This is an optimization exercise on Yosys and OpenROAD, whose aim is small area and a short achievable clock period, not a production implementation.
For this run, only the layout was checked, not whether the RTL still works.
No activity file was given, so power comes from the tool's default toggle rates.

==> design.v <==
package usb_fifo_pkg;
  function automatic integer ptr_w(input integer depth);
    ptr_w = $clog2(depth) + 1;
  endfunction
  function automatic integer last_bit(input integer data_w);
    last_bit = data_w;
  endfunction
endpackage
module fifo_aoi222 (
  input  logic a1, a2, b1, b2, c1, c2,
  output logic y
);
  assign y = ~((a1 & a2) | (b1 & b2) | (c1 & c2));
endmodule
module fifo_nand4 (
  input  logic a, b, c, d,
  output logic y
);
  assign y = ~(a & b & c & d);
endmodule
module fifo_nor2 (
  input  logic a, b,
  output logic y
);
  assign y = ~(a | b);
endmodule
module fifo_rd_bit #(
  parameter int N = 256
) (
  input  logic [N-1:0] sel,
  input  logic [N-1:0] d,
  output logic         q
);
  localparam int NA = (N + 2) / 3;        
  localparam int NB = (NA + 3) / 4;       
  localparam int NC = (NB + 1) / 2;       
  localparam int ND = (NC + 3) / 4;       
  logic [3*NA-1:0] s_p, d_p;
  logic [4*NB-1:0] a_y;
  logic [2*NC-1:0] b_y;
  logic [4*ND-1:0] c_y;
  logic [ND-1:0]   e_y;
  assign s_p = {{(3*NA-N){1'b0}}, sel};
  assign d_p = {{(3*NA-N){1'b0}}, d};
  if (4*NB > NA) begin : g_pa
    assign a_y[4*NB-1:NA] = '1;
  end
  if (2*NC > NB) begin : g_pb
    assign b_y[2*NC-1:NB] = '0;
  end
  if (4*ND > NC) begin : g_pc
    assign c_y[4*ND-1:NC] = '1;
  end
  for (genvar i = 0; i < NA; i++) begin : g_a
    fifo_aoi222 u (
      .a1 (s_p[3*i]),   .a2 (d_p[3*i]),
      .b1 (s_p[3*i+1]), .b2 (d_p[3*i+1]),
      .c1 (s_p[3*i+2]), .c2 (d_p[3*i+2]),
      .y  (a_y[i])
    );
  end
  for (genvar i = 0; i < NB; i++) begin : g_b
    fifo_nand4 u (.a(a_y[4*i]), .b(a_y[4*i+1]), .c(a_y[4*i+2]), .d(a_y[4*i+3]), .y(b_y[i]));
  end
  for (genvar i = 0; i < NC; i++) begin : g_c
    fifo_nor2 u (.a(b_y[2*i]), .b(b_y[2*i+1]), .y(c_y[i]));
  end
  for (genvar i = 0; i < ND; i++) begin : g_d
    fifo_nand4 u (.a(c_y[4*i]), .b(c_y[4*i+1]), .c(c_y[4*i+2]), .d(c_y[4*i+3]), .y(e_y[i]));
  end
  assign q = |e_y;
endmodule
module sdp_ram #(
  parameter int WIDTH = 9,
  parameter int DEPTH = 256
) (
  input  logic                     clk,
  input  logic                     we,
  input  logic [$clog2(DEPTH)-1:0] waddr,
  input  logic [WIDTH-1:0]         wdata,
  input  logic [$clog2(DEPTH)-1:0] raddr,
  output logic [WIDTH-1:0]         rdata
);
  localparam int AW = $clog2(DEPTH);
  localparam int LW = AW / 2;
  localparam int NL = 1 << LW;
  localparam int NH = DEPTH / NL;
  logic [WIDTH-1:0] mem [DEPTH];
  always_ff @(posedge clk) begin
    for (int i = 0; i < DEPTH; i++) begin
      if (we && waddr == i) begin
        mem[i] <= wdata;
      end
    end
  end
  logic [NL-1:0]    lo_n;
  logic [NH-1:0]    hi_n;
  logic [DEPTH-1:0] sel;
  always_comb begin
    for (int l = 0; l < NL; l++) lo_n[l] = !(raddr[LW-1:0] == l);
    for (int h = 0; h < NH; h++) hi_n[h] = !(raddr[AW-1:LW] == h);
  end
  for (genvar i = 0; i < DEPTH; i++) begin : g_sel
    fifo_nor2 u (.a(lo_n[i % NL]), .b(hi_n[i / NL]), .y(sel[i]));
  end
  for (genvar b = 0; b < WIDTH; b++) begin : g_rd
    logic [DEPTH-1:0] col;
    for (genvar i = 0; i < DEPTH; i++) begin : g_col
      assign col[i] = mem[i][b];
    end
    fifo_rd_bit #(.N(DEPTH)) u (.sel(sel), .d(col), .q(rdata[b]));
  end
endmodule
module usb_pkt_fifo #(
  parameter int DATA_W    = 8,
  parameter int DEPTH     = 256,
  parameter int AFULL_LVL = DEPTH - 8,
  parameter int PKT_W     = 8
) (
  input  logic                     clk,
  input  logic                     rst,
  input  logic                     wr_valid,
  input  logic [DATA_W-1:0]        wr_data,
  input  logic                     wr_last,
  input  logic                     wr_discard,
  output logic                     wr_ready,
  output logic                     wr_afull,
  output logic                     wr_overflow,
  output logic                     rd_valid,
  output logic [DATA_W-1:0]        rd_data,
  output logic                     rd_last,
  input  logic                     rd_ready,
  output logic [$clog2(DEPTH):0]   level,
  output logic [PKT_W-1:0]         pkt_count
);
  localparam int PW = usb_fifo_pkg::ptr_w(DEPTH);
  localparam int AW = PW - 1;
  localparam int EW = ((DATA_W) + 1);
  localparam int LB = usb_fifo_pkg::last_bit(DATA_W);
  localparam logic [PKT_W-1:0] PKT_MAX = '1;
  logic [AW-1:0] wr_ptr;
  logic [AW-1:0] commit_ptr;
  logic [AW-1:0] rd_ptr;
  logic [PW-1:0] clevel;
  logic          drop;
  logic          full;
  logic          rewind;
  logic          accept;
  logic          commit;
  logic          rd_fire;
  logic          avail;
  logic          load;
  logic [EW-1:0] ram_q;
  logic [EW-1:0] head_q;
  logic [PW-1:0] level_nx;
  logic [PW-1:0] clevel_nx;
  assign full     = level[PW-1];
  assign wr_ready = !full && !rst;
  assign rewind  = wr_discard || (drop && wr_valid && wr_last);
  assign accept  = wr_valid && !full && !drop && !wr_discard;
  assign commit  = accept && wr_last;
  assign rd_fire = rd_valid && rd_ready;
  assign avail   = rd_valid ? (clevel > PW'(1)) : (clevel != '0);
  assign load    = avail && (!rd_valid || rd_ready);
  assign rd_data = head_q[DATA_W-1:0];
  assign rd_last = head_q[LB];
  always_comb begin
    if (rewind)      level_nx = clevel - PW'(rd_fire);
    else             level_nx = level + PW'(accept) - PW'(rd_fire);
    if (commit)      clevel_nx = level + PW'(1) - PW'(rd_fire);
    else             clevel_nx = clevel - PW'(rd_fire);
  end
  sdp_ram #(
    .WIDTH (EW),
    .DEPTH (DEPTH)
  ) u_ram (
    .clk   (clk),
    .we    (accept),
    .waddr (wr_ptr),
    .wdata ({wr_last, wr_data}),
    .raddr (rd_ptr),
    .rdata (ram_q)
  );
  always_ff @(posedge clk) begin
    if (load) begin
      head_q <= ram_q;
    end
  end
  always_ff @(posedge clk) begin
    if (rst) begin
      wr_ptr      <= '0;
      commit_ptr  <= '0;
      rd_ptr      <= '0;
      level       <= '0;
      clevel      <= '0;
      wr_afull    <= 1'b0;
      drop        <= 1'b0;
      rd_valid    <= 1'b0;
      wr_overflow <= 1'b0;
      pkt_count   <= '0;
    end else begin
      wr_overflow <= wr_valid && full;
      level       <= level_nx;
      clevel      <= clevel_nx;
      wr_afull    <= level_nx >= PW'(AFULL_LVL);
      if (rewind) begin
        wr_ptr <= commit_ptr;
        drop   <= 1'b0;
      end else begin
        if (wr_valid && full) begin
          drop <= 1'b1;
        end
        if (accept) begin
          wr_ptr <= wr_ptr + AW'(1);
        end
        if (commit) begin
          commit_ptr <= wr_ptr + AW'(1);
        end
      end
      if (load) begin
        rd_ptr   <= rd_ptr + AW'(1);
        rd_valid <= 1'b1;
      end else if (rd_fire) begin
        rd_valid <= 1'b0;
      end
      case ({commit, rd_fire && rd_last})
        2'b10: if (pkt_count != PKT_MAX) pkt_count <= pkt_count + PKT_W'(1);
        2'b01: if (pkt_count != '0) pkt_count <= pkt_count - PKT_W'(1);
        default: ;
      endcase
    end
  end
endmodule
==> run.sh <==
#!/bin/bash
# synth_recipe.tcl (not shown) runs the flow's synth.tcl, then flattens the netlist and writes it again
# the make line also repeats each setting of config.mk as NAME=value (left out here)
make -C /OpenROAD-flow-scripts/flow DESIGN_CONFIG=/design/flow/config.mk WORK_HOME=/design/flow/orfs CLKGATE_MAP_FILE= SYNTH_SCRIPT=/design/flow/synth_recipe.tcl finish
==> config.mk <==
export PLATFORM = sky130hd
export DESIGN_NAME = usb_pkt_fifo
export DESIGN_NICKNAME = usb_pkt_fifo
export VERILOG_FILES = /design/flow/design.v
export SDC_FILE = /design/flow/constraint.sdc
export NUM_CORES = 4
export LEC_CHECK = 0
export CAP_MARGIN = 20
export CORE_MARGIN = 2
export CORE_UTILIZATION = 50
export SETUP_SLACK_MARGIN = 2.4
export SLEW_MARGIN = 20
export SYNTH_HIERARCHICAL = 1
export SYNTH_MINIMUM_KEEP_SIZE = 0
==> constraint.sdc <==
create_clock -name core_clock -period 5.0 [get_ports {clk}]
set_input_delay 1.0000 -clock core_clock [delete_from_list [all_inputs] [get_ports {clk}]]
set_output_delay 1.0000 -clock core_clock [all_outputs]
set_load 0.01 [all_outputs]
==> run summary <==
==> state kept, by name (all words and copies together) (netlist names) <==
name         cells
clevel           9
commit_ptr       8
drop             1
head_q           9
level            9
pkt_count        8
rd_ptr           8
rd_valid         1
u_ram.mem     2304
wr_afull         1
wr_overflow      1
wr_ptr           8
==> final timing paths <==
kind | to | cells past startpoint
hold reg to reg | commit_ptr[1] | 2
hold / removal | commit_ptr[1] | 2
setup / recovery | head_q[1] | 10
setup reg to reg | head_q[1] | 10
==> metrics by stage <==
stage                     setup WS (ns)  std cells  utilization, %  total power (W)  cell area [sq um]
after floorplan                   1.341       4544               -          0.02370              89150
after global placement           0.7343       6813           54.60          0.02488              92630
after detailed placement         0.7304       6813           54.60          0.02489              92630
after CTS                         1.856       7533           61.62          0.04198             104600
after global routing              1.803       7743           63.90          0.04318             108400
final                             1.611       7744           63.90          0.04213             108400
==> power groups by stage <==
| stage | Clock [W] | Combinational (W) | Sequential [W] |
|---|---|---|---|
| floorplan | 0 | 0.00128 | 0.0224 |
| global placement | 0 | 0.00243 | 0.0224 |
| detailed placement | 0 | 0.00244 | 0.0225 |
| CTS | 0.0172 | 0.00274 | 0.0220 |
| global route | 0.0180 | 0.00315 | 0.0220 |
| finish | 0.0171 | 0.00303 | 0.0220 |
==> repair_timing <==
action,4_1_cts,5_1_grt
setup buffers,298,187
gates cloned,7,21
hold buffers,0,0
endpoints found under the setup margin,2354,1374
pin swaps,262,297
endpoints found under the hold margin,0,0
resized for setup,407,212
==> placed cells by master (no fill, tap or decap), types with 12 or more instances in the layout <==
master         netlist  routed
edfxtp_1          2313    2313
a222oi_1           775     775
nor2_1             412     258
nor3_4               0     256
buf_4                3     255
clkbuf_16            0     243
nand4_1            233     233
buf_12               0     210
buf_6                5     115
nor2_2               0     102
conb_1              18      63
nor2_4               0      55
clkinv_1             0      55
clkbuf_1            65      44
clkinv_2             0      40
dfxtp_1             54      27
bufinv_16            0      25
buf_8                0      22
inv_1               27      21
nand2_1             40      21
xnor2_1             21      21
a21oi_1             25      20
a211oi_1            17      16
dlygate4sd2_1        0      16
ha_1                24      15
nand2_4              1      15
buf_16               0      15
dfxtp_2              0      15
or3_1               13      13
nand3_4              0      13
dfxtp_4              0      12
==> per-layer routing <==
layer	vias up	wire (um)	global-route usage, %
li1	21937	-	-
met1	27478	100900	41.23
met2	3297	120800	43.54
met3	450	28540	5.274
met4	0	9572	9.319
met5	-	0	0
==> modules after synthesis, one instance, submodules excluded, excerpt <==
| module | area [sq um] | cells |
|---|---|---|
| fifo_aoi222 | 10.01 | 1 |
| usb_pkt_fifo | 3583 | 405 |
| fifo_nand4 | 6.256 | 1 |
| fifo_nor2 | 3.754 | 1 |
==> logic make-up after synthesis <==
family,Yosys count
buffers and inverters,131
DFF,2367
AOI/OAI and AO/OA,866
and+or+nand+nor,1053
adders and majority gates,26
xor gates and xnor gates,32
other,18
muxes,6
==> worst reg2reg max path, stage by stage (launching register included) <==
cell and delay, ns:
dfxtp_4 0.40, buf_6 0.15, nor2_4 0.07, nand2_4 0.17, buf_6 0.17, nor2_4 0.09
a222oi_1 0.51, nand4_1 0.47, nor2_4 0.29, nand4_1 0.33, or3_1 0.49
==> layout make-up <==
class	instances	area, sq um
clock buffer	275	5946
timing repair buffer	663	8723
sequential	2367	70600
fill	11514	61250
antenna	2	5.005
clock inverter	140	1424
multi-input combinational	2051	18810
inverter	28	127.6
tap	2218	2775
==> cell usage after synthesis (all sizes together) (26+ instances only) <==
| master | number | area, sq um |
|---|---|---|
| edfxtp | 2313 | 69460 |
| a222oi | 775 | 7757 |
| nor2 | 412 | 1546 |
| nor3 | 263 | 1366 |
| nand4 | 233 | 1458 |
| clkbuf | 65 | 244.0 |
| dfxtp | 54 | 1081 |
| nand2 | 41 | 161.4 |
| buf | 38 | 201.4 |
| inv | 27 | 101.4 |
| a21oi | 26 | 133.9 |
==> metrics.md <==
| Metric | Value |
|---|---|
| Synth Area in Adders | `0.3981%` |
| IO Pins | `44` |
| DRT Pass-1 Iters | `10` |
| Detailed Place HPWL | `143.8 mm` |
| Hold Fails Final Rpt | `0` |
| Status | `complete, no violations` |
| Root Buffer Master | `clkbuf_16` |
| Fin crit share | `67.78%` |
| Crit path largest cell delay | `0.51 ns` |
| Commonest register cell after synthesis | `edfxtp_1` |
| Ys Warns | `9` |
| Synthesis-to-layout area growth | `26.83%` |
| Average size of a mapped cell | `19.00 sq um` |
| Final setup vio count | `0` |
| Detail Route Antenna Nets | `0` |
| Pin count of the biggest net entering global routing | `175` |
| R2r setup slk | `1.61 ns` |
| CP endpoint kind | `flop` |
| Die footprint | `0.1743 sq mm` |
| Antenna violations before repair | `4` |
| Switch share | `22.54%` |
| Synth Area in XOR/XNOR | `0.3279%` |
| Mux contribution to synthesized area | `0.07026%` |
| Net Switching | `0.009498 W` |
| VDD IR max | `0.4158 mV` |
| Setup Total Neg Slack | `0 ns` |
| Cells after Synth | `4499` |
| Worst-case clock buffer depth | `3` |
| Core Box Area | `0.1697 sq mm` |
| Drt total wl | `259.8 mm` |
| CP startpoint | `rd_ptr[0]` |
| Final slew viol count | `0` |
| Cell-internal power | `0.03263 W` |
| Clock transition at the registers of the reported paths | `0.06 ns` |
| Worst min path class | `reg2reg` |
| Vias in the first global route | `49458` |
| Initial core utilization | `50.38%` |
| P per Cell Area | `388.6 mW/mm^2` |
| Crit Reg-Reg Startpoint | `rd_ptr[0]` |
| MaxCap Viol Count | `0` |
| Largest family of logic cells by synthesized area | `compound AO/OA/AOI/OAI gates` |
| Row count | `151` |
| First-pass GRT wire length | `354.3 mm` |
| Clk Latency, worst-skew pair | `0.88 ns` |
| DRT iter0 DRCs | `9780` |
| CTS tree | `yes` |
| Synth Area in Compound Gates | `9.787%` |
| Distinct cells, synth | `66` |
| GRT Util Overall | `28.31%` |
| Logic gate share of total power | `7.2%` |
| Routed vias/inst | `6.865` |
| Top cell by count, worst path | `nor2_4` |
| Leakage | `36.13 nW` |
| Seq/Total Area, Yosys | `82.52%` |
| Share of synthesized registers carrying an async set or reset | `0%` |
| Min Tclk post-route | `3.389 ns` |
| Final Skew | `0.03592 ns` |
| Die Ht | `417.5 um` |
| Post-synth EDFFs | `2313` |
| Worst-path cell chain | `buf_6, nor2_4, nand2_4, buf_6, nor2_4, a222oi_1, nand4_1, nor2_4, nand4_1, or3_1` |
| Buf/Inv on CP | `2` |
| Layout net count | `5382` |
| CP required | `5.62 ns` |
| Worst hold slack | `0.4662 ns` |
| Mapped Area | `0.08548 sq mm` |
| GRT overflow | `0` |
| Critical path class | `reg2reg` |
| CTS H-Tree Depth | `4` |
| Share of cells above drive strength 1 | `27.17%` |
| Routability congestion estimate | `0.8572` |
| Die Wd | `417.5 um` |
| Crit-path leading delay family | `simple AND/OR/NAND/NOR gates` |
| Rel. slew slack | `25.26%` |
| #FFs+latches synth | `2367` |
| Remaining DRCs | `0` |
| RSZ-0062 raised after global routing | `true` |
| Port buffer count | `43` |
| Clk sinks | `2367` |
| Slew of the pin with the lowest slew margin | `1.121 ns` |
| Via count | `53162` |
| Reg power frac | `52.3%` |
| Crit-path max FO | `6` |
| Clock Power Share | `40.5%` |
| CP Data Arrival Time | `4.01 ns` |
| Critical-path top delay cell | `a222oi_1` |
| Simple-Gate Fraction of Synth Area | `6.159%` |
| CTS Buf Count | `231` |
| Peak Freq | `295.1 MHz` |
| Nature of the critical path startpoint | `flop` |
| DR WL/cell | `33.55 um` |
| Hold path startpoint | `commit_ptr[1]` |

[port drivers added, routing unchanged]
Ports are ideal in the flow. The routed layout listed here was re-timed in OpenROAD.
Step 1 (the two cells are an assumption about what drives the block):
set clk [get_ports {clk}]
set_driving_cell -lib_cell sky130_fd_sc_hd__clkbuf_16 $clk
set_driving_cell -lib_cell sky130_fd_sc_hd__buf_2 [delete_from_list [all_inputs] $clk]
Step 2 also shifts input and output timing later by t, the mid clock arrival at the registers, as if the neighbouring blocks saw the same clock.
Three values: ideal, step 1, step 2; two values: the first two.
shift t [ns]: 0.951
setup WS [ns]: 1.611 / 1.611 / 1.092
hold slack, ns: 0.466 / 0.466 / 0.466
worst data-port slew with drivers (ns): 0.06
After both steps setup and hold are still met in this run. The setup slack of this run moves by 0.000 ns with the drivers and by -0.519 ns with both steps.
